Background: an optimization exercise with open tools, aiming at small area and a short achievable clock period. Do not read the settings as production practice.
Function was checked by simulation only, so behaviour that the tests miss may differ from the original.
Power and IR drop assume default switching activity.

==> flow/design.v <==
package match_pkg;
    typedef logic [2:0] cell_t;
    localparam cell_t CELL_EMPTY = 3'd0;
    typedef logic [2:0] coord_t;
endpackage
`timescale 1ns/1ps
module input_controller (
    input  logic       clk,
    input  logic       reset,
    input  logic       left,
    input  logic       right,
    input  logic       up,
    input  logic       down,
    input  logic       enter,
    input  logic       game_reset,
    output logic       fill_we,      
    output logic [5:0] wp,           
    output logic [2:0] fill_code,    
    output logic       full,         
    output logic       swap_h,       
    output logic       swap_v,       
    output logic       swap_neg,     
    output match_pkg::coord_t cur_row,
    output match_pkg::coord_t cur_col,
    output logic       selected,
    output logic       board_ready
);
    logic        filling;
    logic [15:0] lfsr;
    logic        rand_ok;
    logic        fill_end;
    logic        issue;
    logic        dl, dr, du, dd;
    logic        ok_l, ok_r, ok_u, ok_d;
    logic        move_ok;
    logic        idle;
    always_ff @(posedge clk or posedge reset) begin
        if (reset)
            lfsr <= 16'hace1;
        else
            lfsr <= {lfsr[14:0], lfsr[15] ^ lfsr[13] ^ lfsr[12] ^ lfsr[10]};
    end
    assign rand_ok   = (lfsr[2:0] != 3'd0) && (lfsr[2:0] < 3'd6);
    assign fill_code = lfsr[3:1];
    assign dl = left;
    assign dr = !left && right;
    assign du = !left && !right && up;
    assign dd = !left && !right && !up && down;
    assign ok_l = dl && (cur_col != 3'd0);
    assign ok_r = dr && (cur_col != 3'd7);
    assign ok_u = du && (cur_row != 3'd0);
    assign ok_d = dd && (cur_row != 3'd7);
    assign move_ok = ok_l || ok_r || ok_u || ok_d;
    assign fill_end = fill_we && (wp == 6'd63);
    assign issue    = filling && !fill_end && rand_ok;
    assign idle     = !filling && !enter && !game_reset;
    always_ff @(posedge clk or posedge reset) begin
        if (reset) begin
            filling  <= 1'b0;
            selected <= 1'b0;
            cur_row  <= '0;
            cur_col  <= '0;
            wp       <= '0;
            fill_we  <= 1'b0;
            full     <= 1'b0;
            swap_h   <= 1'b0;
            swap_v   <= 1'b0;
        end else begin
            fill_we <= issue;
            swap_h  <= idle && selected && (ok_l || ok_r);
            swap_v  <= idle && selected && (ok_u || ok_d);
            if (fill_we)
                wp <= wp + 6'd1;
            if (fill_end)
                full <= 1'b1;
            if (filling) begin
                if (fill_end)
                    filling <= 1'b0;
            end else if (enter) begin
                selected <= !selected;
            end else if (game_reset) begin
                filling  <= 1'b1;
                selected <= 1'b0;
                wp       <= '0;
            end else if (move_ok) begin
                if (selected) begin
                    selected <= 1'b0;
                end else begin
                    if (ok_l) cur_col <= cur_col - 3'd1;
                    if (ok_r) cur_col <= cur_col + 3'd1;
                    if (ok_u) cur_row <= cur_row - 3'd1;
                    if (ok_d) cur_row <= cur_row + 3'd1;
                end
            end
        end
    end
    always_ff @(posedge clk) begin
        swap_neg <= dl || du;
    end
    assign board_ready = !filling;
endmodule
`timescale 1ns/1ps
module board_store (
    input  logic         clk,
    input  logic         fill_we,
    input  logic [5:0]   wp,
    input  logic [2:0]   fill_code,
    input  logic         full,
    input  logic         swap_h,
    input  logic         swap_v,
    input  logic         swap_neg,
    input  match_pkg::coord_t cur_row,
    input  match_pkg::coord_t cur_col,
    output logic [191:0] board
);
    localparam int N = 8;
    logic [191:0] q;
    logic [191:0] t;
    logic [N-1:0] row_oh, col_oh;
    logic [N-1:0] arow, acol;
    logic [N*N-1:0] hp, vp;        
    logic [N*N-1:0] nz;
    logic [N*N-1:0] eqh, eqv;      
    logic [N*N-1:0] runh, runv;    
    logic [N*N-1:0] mark;
    logic [N*N-1:0] wsel;
    logic           go;
    assign board = q;
    always_comb begin
        for (int i = 0; i < N; i++) begin
            row_oh[i] = (cur_row == 3'(i));
            col_oh[i] = (cur_col == 3'(i));
        end
        for (int i = 0; i < N; i++) begin
            arow[i] = swap_v & ((swap_neg && i < N - 1) ? row_oh[(i + 1) % N] : row_oh[i]);
            acol[i] = swap_h & ((swap_neg && i < N - 1) ? col_oh[(i + 1) % N] : col_oh[i]);
        end
        for (int r = 0; r < N; r++)
            for (int c = 0; c < N; c++) begin
                hp[r*N+c] = (c < N - 1) && row_oh[r] && acol[c];
                vp[r*N+c] = (r < N - 1) && arow[r] && col_oh[c];
            end
    end
    always_comb begin
        for (int r = 0; r < N; r++)
            for (int c = 0; c < N; c++) begin
                t[(r*N+c)*3 +: 3] = q[(r*N+c)*3 +: 3];
                if (c < N - 1 && hp[r*N+c])     t[(r*N+c)*3 +: 3] = q[(r*N+c+1)*3 +: 3];
                if (c > 0 && hp[r*N+c-1])       t[(r*N+c)*3 +: 3] = q[(r*N+c-1)*3 +: 3];
                if (r < N - 1 && vp[r*N+c])     t[(r*N+c)*3 +: 3] = q[((r+1)*N+c)*3 +: 3];
                if (r > 0 && vp[(r-1)*N+c])     t[(r*N+c)*3 +: 3] = q[((r-1)*N+c)*3 +: 3];
            end
    end
    always_comb begin
        for (int i = 0; i < N * N; i++)
            nz[i] = |t[i*3 +: 3];
        eqh = '0;
        eqv = '0;
        runh = '0;
        runv = '0;
        for (int r = 0; r < N; r++)
            for (int c = 0; c < N; c++) begin
                if (c < N - 1) eqh[r*N+c] = (t[(r*N+c)*3 +: 3] == t[(r*N+c+1)*3 +: 3]);
                if (r < N - 1) eqv[r*N+c] = (t[(r*N+c)*3 +: 3] == t[((r+1)*N+c)*3 +: 3]);
            end
        for (int r = 0; r < N; r++)
            for (int c = 0; c < N; c++) begin
                if (c < N - 2) runh[r*N+c] = nz[r*N+c] && eqh[r*N+c] && eqh[r*N+c+1];
                if (r < N - 2) runv[r*N+c] = nz[r*N+c] && eqv[r*N+c] && eqv[(r+1)*N+c];
            end
        for (int r = 0; r < N; r++)
            for (int c = 0; c < N; c++) begin
                mark[r*N+c] = runh[r*N+c] || runv[r*N+c];
                if (c > 0) mark[r*N+c] = mark[r*N+c] || runh[r*N+c-1];
                if (c > 1) mark[r*N+c] = mark[r*N+c] || runh[r*N+c-2];
                if (r > 0) mark[r*N+c] = mark[r*N+c] || runv[(r-1)*N+c];
                if (r > 1) mark[r*N+c] = mark[r*N+c] || runv[(r-2)*N+c];
            end
    end
    assign go = full && (swap_h || swap_v) && (|runh || |runv);
    always_comb begin
        for (int r = 0; r < N; r++)
            for (int c = 0; c < N; c++)
                wsel[r*N+c] = fill_we && (wp == 6'(c * N + r));
    end
    always_ff @(posedge clk) begin
        for (int i = 0; i < N * N; i++) begin
            if (wsel[i])
                q[i*3 +: 3] <= fill_code;
            else if (go)
                q[i*3 +: 3] <= mark[i] ? match_pkg::CELL_EMPTY : t[i*3 +: 3];
        end
    end
endmodule
`timescale 1ns/1ps
module pixel_renderer (
    input  logic        video_on,
    input  logic [9:0]  pix_x,
    input  logic [9:0]  pix_y,
    input  logic [191:0] board,
    input  logic [5:0]  wp,
    input  logic        full,
    input  match_pkg::coord_t cur_row,
    input  match_pkg::coord_t cur_col,
    input  logic        selected,
    output logic [11:0] graph_rgb
);
    localparam logic [9:0] X0      = 10'(272);
    localparam logic [9:0] Y0      = 10'(112);
    localparam logic [9:0] SPAN    = 10'(8 * 32);
    logic [9:0] off_x;
    logic [9:0] off_y;
    logic       in_board;
    logic       on_border;
    logic [2:0] cell_row;
    logic [2:0] cell_col;
    logic [4:0] in_x;
    logic [4:0] in_y;
    logic [2:0] code;
    logic       written;
    assign off_x    = pix_x - X0;
    assign off_y    = pix_y - Y0;
    assign in_board = (pix_x >= X0) && (off_x < SPAN) && (pix_y >= Y0) && (off_y < SPAN);
    assign cell_col = off_x[7:5];
    assign cell_row = off_y[7:5];
    assign in_x     = off_x[4:0];
    assign in_y     = off_y[4:0];
    assign on_border = (cell_row == cur_row) && (cell_col == cur_col) &&
                       ((in_x[4:1] == 4'd0) || (in_x[4:1] == 4'd15) ||
                        (in_y[4:1] == 4'd0) || (in_y[4:1] == 4'd15));
    assign written = full || ({cell_col, cell_row} < wp);
    assign code    = board[{cell_row, cell_col}*3 +: 3];
    always_comb begin
        if (!video_on)
            graph_rgb = 12'h000;
        else if (!in_board)
            graph_rgb = 12'hfff;
        else if (on_border)
            graph_rgb = selected ? 12'hf00 : 12'hff0;
        else if (!written)
            graph_rgb = 12'hfff;
        else begin
            case (code)
                3'd1:    graph_rgb = 12'h00f;
                3'd2:    graph_rgb = 12'h0a0;
                3'd3:    graph_rgb = 12'hf0f;
                3'd4:    graph_rgb = 12'h0ff;
                3'd5:    graph_rgb = 12'hf80;
                default: graph_rgb = 12'hfff;
            endcase
        end
    end
endmodule
`timescale 1ns/1ps
module match_top (
    input  logic        clk,
    input  logic        reset,
    input  logic        left,
    input  logic        right,
    input  logic        up,
    input  logic        down,
    input  logic        enter,
    input  logic        game_reset,
    input  logic        video_on,
    input  logic [9:0]  pix_x,
    input  logic [9:0]  pix_y,
    output logic [11:0] graph_rgb,
    output logic        board_ready
);
    logic        fill_we;
    logic [5:0]  wp;
    logic [2:0]  fill_code;
    logic        full;
    logic        swap_h;
    logic        swap_v;
    logic        swap_neg;
    match_pkg::coord_t cur_row;
    match_pkg::coord_t cur_col;
    logic        selected;
    logic [191:0] board;
    input_controller u_ctrl (
        .clk         (clk),
        .reset       (reset),
        .left        (left),
        .right       (right),
        .up          (up),
        .down        (down),
        .enter       (enter),
        .game_reset  (game_reset),
        .fill_we     (fill_we),
        .wp          (wp),
        .fill_code   (fill_code),
        .full        (full),
        .swap_h      (swap_h),
        .swap_v      (swap_v),
        .swap_neg    (swap_neg),
        .cur_row     (cur_row),
        .cur_col     (cur_col),
        .selected    (selected),
        .board_ready (board_ready)
    );
    board_store u_board (
        .clk       (clk),
        .fill_we   (fill_we),
        .wp        (wp),
        .fill_code (fill_code),
        .full      (full),
        .swap_h    (swap_h),
        .swap_v    (swap_v),
        .swap_neg  (swap_neg),
        .cur_row   (cur_row),
        .cur_col   (cur_col),
        .board     (board)
    );
    pixel_renderer u_render (
        .video_on  (video_on),
        .pix_x     (pix_x),
        .pix_y     (pix_y),
        .board     (board),
        .wp        (wp),
        .full      (full),
        .cur_row   (cur_row),
        .cur_col   (cur_col),
        .selected  (selected),
        .graph_rgb (graph_rgb)
    );
endmodule
==> flow/run.sh <==
#!/bin/bash
# synth_recipe.tcl (not shown) runs the flow's synth.tcl, then flattens the netlist and writes it again
# the make line also repeats each setting of config.mk as NAME=value (left out here)
make -C /OpenROAD-flow-scripts/flow DESIGN_CONFIG=/design/flow/config.mk WORK_HOME=/design/flow/orfs CLKGATE_MAP_FILE= SYNTH_SCRIPT=/design/flow/synth_recipe.tcl finish
==> flow/config.mk <==
export PLATFORM = sky130hd
export DESIGN_NAME = match_top
export DESIGN_NICKNAME = match_top
export VERILOG_FILES = /design/flow/design.v
export SDC_FILE = /design/flow/constraint.sdc
export NUM_CORES = 4
export LEC_CHECK = 0
export CAP_MARGIN = 20
export CORE_MARGIN = 2
export CORE_UTILIZATION = 40
export SLEW_MARGIN = 20
==> flow/constraint.sdc <==
create_clock -name core_clock -period 10.0 [get_ports {clk}]
set_input_delay 2.0000 -clock core_clock [delete_from_list [all_inputs] [get_ports {clk}]]
set_output_delay 2.0000 -clock core_clock [all_outputs]
set_load 0.01 [all_outputs]
==> flow_summary.yaml <==
outcome:
  status: "finished clean"
clock_tree:
  cts_tree: "built"
  clkSinkCount: 227
  cts_max_level: 1
  clock_path_buffers: 3
  clock_latency_ns: 0.65
  holdBufCountCts: 0
  cts_setup_buffers: 0
  cts_root_buffer: "clkbuf_16"
  cts_made_buffers: 31
  path_clk_slew_ns: 0.06
  post_cts_resized: 0
route:
  first_pass_iters: 7
  post_drt_wl_per_cell_microns: 36.8
  remaining_drc_errors: 0
  vias_per_cell: 7.66
  drtIter0Drc: 6491
  postRouteAntennaNets: 0
  vias: 33600
  drt_wl_total_microns: 161000
setup_path:
  critPathMaxFanout: 34
  reg2reg_slack_ns: 2.33
  start_kind: "input pin"
  path_class: "input pin to output pin"
  path_cells: "clkdlybuf4s50_1 -> inv_1 -> ha_2 -> buf_4 -> mux4_2 -> mux4_2 -> nor2b_1 -> a211oi_1 -> a21oi_1 -> mux2i_1 -> o21ai_0 -> nor2_1 -> nor2_1 -> o21a_1 -> clkdlybuf4s50_1"
  crit_slowest_cell: "a211oi_1"
  critPathCaptureType: "output pin"
  max_stage_delay_ns: 0.64
  cp.arrival_ns: 7.02
  critPathBufInv: 4
  crit_required_ns: 8.00
  critPathTopFamily: "buffers and inverters"
yosys:
  synth_edf_count: 192
  synthFlopType: "edfxtp_1"
  yosys_register_bits: 227
  synthesis.area_sq_um: 28700
  seq_area_frac_synth: 0.232
  syn_nets: 3577
  ys_async_sr_fraction: 0.150
  synthCells: 3523
  yosysUniqueCellTypes: 121
  syn_avg_cell_area_sq_um: 8.14
  ys_warn_count: 30
grt:
  grt_pass1_wl_microns: 227000
  grt.total_usage: 0.419
  grt.overflow.total: 0
  grt_pass1_vias: 30800
  grt_max_degree: 65
  antenna_found_initial: 13
cells_and_area:
  fin_nets: 3459
  drive_gt1_frac: 0.104
  area_growth_pct: 7.25
placement:
  portBuffers: 39
  gp_congestion: 1.08
  dp.final_hpwl_microns: 118000
hold_path:
  holdCritPathClass: "flip-flop to flip-flop"
pwr:
  p_per_area_nw_per_um2: 78.1
  leakage_nw: 9.90
  vdd_ir_drop_max_mv: 0.141
timing:
  rsz0062_at_grt: "false"
  tightest_slew_ns: 1.28
  relSlewSlack: 0.150
  setup_tns_ns: 0
  min_period_ns: 9.02
  drv_slew: 0
  period_share: 0.902
  hold_viol_final: 0
  finClkSkew_ns: 0.0187
  fmax_mhz: 111
  setup_viol: 0
  whs_ns: 0.352
die:
  die_w_microns: 272
  rows: 98
  start_util: 0.403
  io_pins: 42
  design.core.area_sq_um: 71200
  die_y_microns: 272
  dieArea_sq_um: 73900
run:
  max-cap-violations: 0
-- cells by family after synthesis --
group / after synthesis / share of synthesized area
AOI/OAI and AO/OA: 1248 / 0.317
xor gates and xnor gates: 335 / 0.102
adders and majority gates: 25 / 0.0109
buffers and inverters: 393 / 0.0623
DFF: 227 / 0.232
muxes: 120 / 0.0688
and+or+nand+nor: 1175 / 0.207
-- worst register-to-register path, delay by kind of cell, from the launching register on --
family          cells  cell delay (ns)
fa+ha+maj           1             0.21
compound gates      7             3.15
flops               1             0.63
simple gates        5             2.22
buf+inv             4             1.12
-- per-stage QoR --
step | cells | utilization | cell area, sq um | setup slack, ns | power, mW
finish | 4388 | 0.432 | 30800 | 0.977 | 2.40
global route | 4377 | 0.432 | 30700 | 0.874 | 2.44
CTS | 4377 | 0.431 | 30700 | 1.26 | 2.39
detailed placement | 4322 | 0.417 | 29700 | 1.28 | 1.22
global placement | 4322 | 0.416 | 29700 | 1.25 | 1.22
floorplan | 3523 | - | 28700 | 2.59 | 1.16
-- registers in the layout, indices dropped and copies added (netlist names) --
signal,count
u_ctrl.filling,1
u_ctrl.swap_neg,1
u_ctrl.full,1
u_ctrl.selected,1
u_ctrl.cur_row,3
u_ctrl.swap_v,1
u_ctrl.lfsr,16
u_board.q,192
u_ctrl.swap_h,1
u_ctrl.cur_col,3
u_ctrl.fill_we,1
u_ctrl.wp,6
-- cell usage in the layout (no fill, tap or decap), types with 45 or more instances in the layout --
| cell type | n |
|---|---|
| inv_1 | 109 |
| nand3_1 | 128 |
| a22oi_1 | 45 |
| xor2_1 | 126 |
| nor3_1 | 125 |
| a22o_1 | 87 |
| o21ai_0 | 236 |
| xnor2_1 | 206 |
| nor2_1 | 246 |
| nand2_1 | 308 |
| a21oi_1 | 179 |
| buf_4 | 90 |
| o22ai_1 | 150 |
| edfxtp_1 | 192 |
| mux2i_1 | 45 |
| mux4_2 | 60 |
-- Yosys cell counts, types with 16 or more instances --
cell / number / area (sq um)
nand4_1: 40 / 250
o211ai_1: 27 / 203
nand3_1: 128 / 641
a221oi_1: 26 / 228
buf_4: 23 / 173
a211o_1: 26 / 228
a22oi_1: 45 / 338
o31ai_1: 26 / 195
o21ai_0: 238 / 1190
nor2_1: 246 / 923
a211oi_1: 40 / 300
a31oi_1: 34 / 213
mux2i_1: 47 / 470
o32ai_1: 40 / 350
inv_1: 109 / 409
ha_1: 25 / 313
a21oi_1: 179 / 896
o22ai_1: 150 / 938
nor3b_1: 17 / 128
xnor2_1: 207 / 1810
clkbuf_1: 141 / 529
edfxtp_1: 192 / 5770
o32a_1: 21 / 210
a21o_1: 26 / 195
o22a_1: 20 / 175
nor2b_1: 21 / 131
nand2b_1: 29 / 181
nor4_1: 37 / 231
buf_1: 16 / 60.1
xor2_1: 128 / 1120
dfrtp_1: 26 / 651
and3_1: 36 / 225
mux4_2: 60 / 1350
a32o_1: 18 / 180
nor3_1: 126 / 631
nand3b_1: 22 / 165
buf_2: 83 / 415
nand2_1: 308 / 1160
buf_6: 16 / 180
a22o_1: 87 / 762
or4_1: 18 / 135
and2_1: 26 / 163
or3_1: 33 / 206
o221ai_1: 31 / 272
-- layer usage --
metal,track usage,up-vias,routed length [microns]
li1,-,13500,-
met1,0.526,15800,57200
met2,0.589,3315,63800
met3,0.163,935,26300
met4,0.282,12,13800
met5,0.0135,-,240
-- worst paths after layout --
kind	start	endpoint	depth (start not counted)
hold reg to reg	u_ctrl.lfsr[9]$_DFF_PP0_	u_ctrl.lfsr[10]$_DFF_PP1_	0
setup / recovery	pix_x[4]	graph_rgb[3]	15
max in group asynchronous	reset	u_ctrl.cur_col[2]$_DFFE_PP0P_	3
hold / removal	u_ctrl.lfsr[9]$_DFF_PP0_	u_ctrl.lfsr[10]$_DFF_PP1_	0
setup reg to reg	u_ctrl.cur_col[2]$_DFFE_PP0P_	u_board.q[51]$_DFFE_PP_	17
min in group asynchronous	reset	u_ctrl.lfsr[4]$_DFF_PP0_	3
-- report_power, final --
part | total (mW) | switching (mW) | internal [mW] | leakage [nW]
combinational | 0.187 | 0.109 | 0.0779 | 7.53
clock | 1.20 | 0.498 | 0.698 | 0.520
sequential | 1.02 | 0.00659 | 1.02 | 1.84
-- layout make-up --
| type | instances | area [sq um] |
|---|---|---|
| diodes | 11 | 27.5 |
| clock buffers | 35 | 791 |
| clock inverters | 20 | 262 |
| fillers | 7130 | 40500 |
| inverters | 112 | 420 |
| multi-input cells | 2903 | 20300 |
| flip-flops and latches | 227 | 6660 |
| well taps | 950 | 1190 |
| repair buffers | 130 | 1090 |

what the ideal ports hide:
Ports are ideal in the flow. The routed layout listed here was re-timed in OpenROAD. Step 1: set_driving_cell puts a clkbuf_16 on clk and a buf_2 on each other input, an assumption about the parent block. Step 2 moves the port delays by t, midway between the first and last clock arrival at a register: inputs arrive t later, outputs are due t later. That takes back most of the time a late clock gives input paths. a / b / c = ideal ports / drivers / drivers and shift; a / b = the first two.
t (ns): 0.708
setup slack, ns: 0.977 / 0.946 / 0.946
worst setup path after step 2: input to output
worst data-port slew with drivers (ns): 0.04
After both steps setup and hold are still met in this run. For this run, drivers alone change the setup slack by -0.031 ns; drivers and shift together by -0.031 ns.
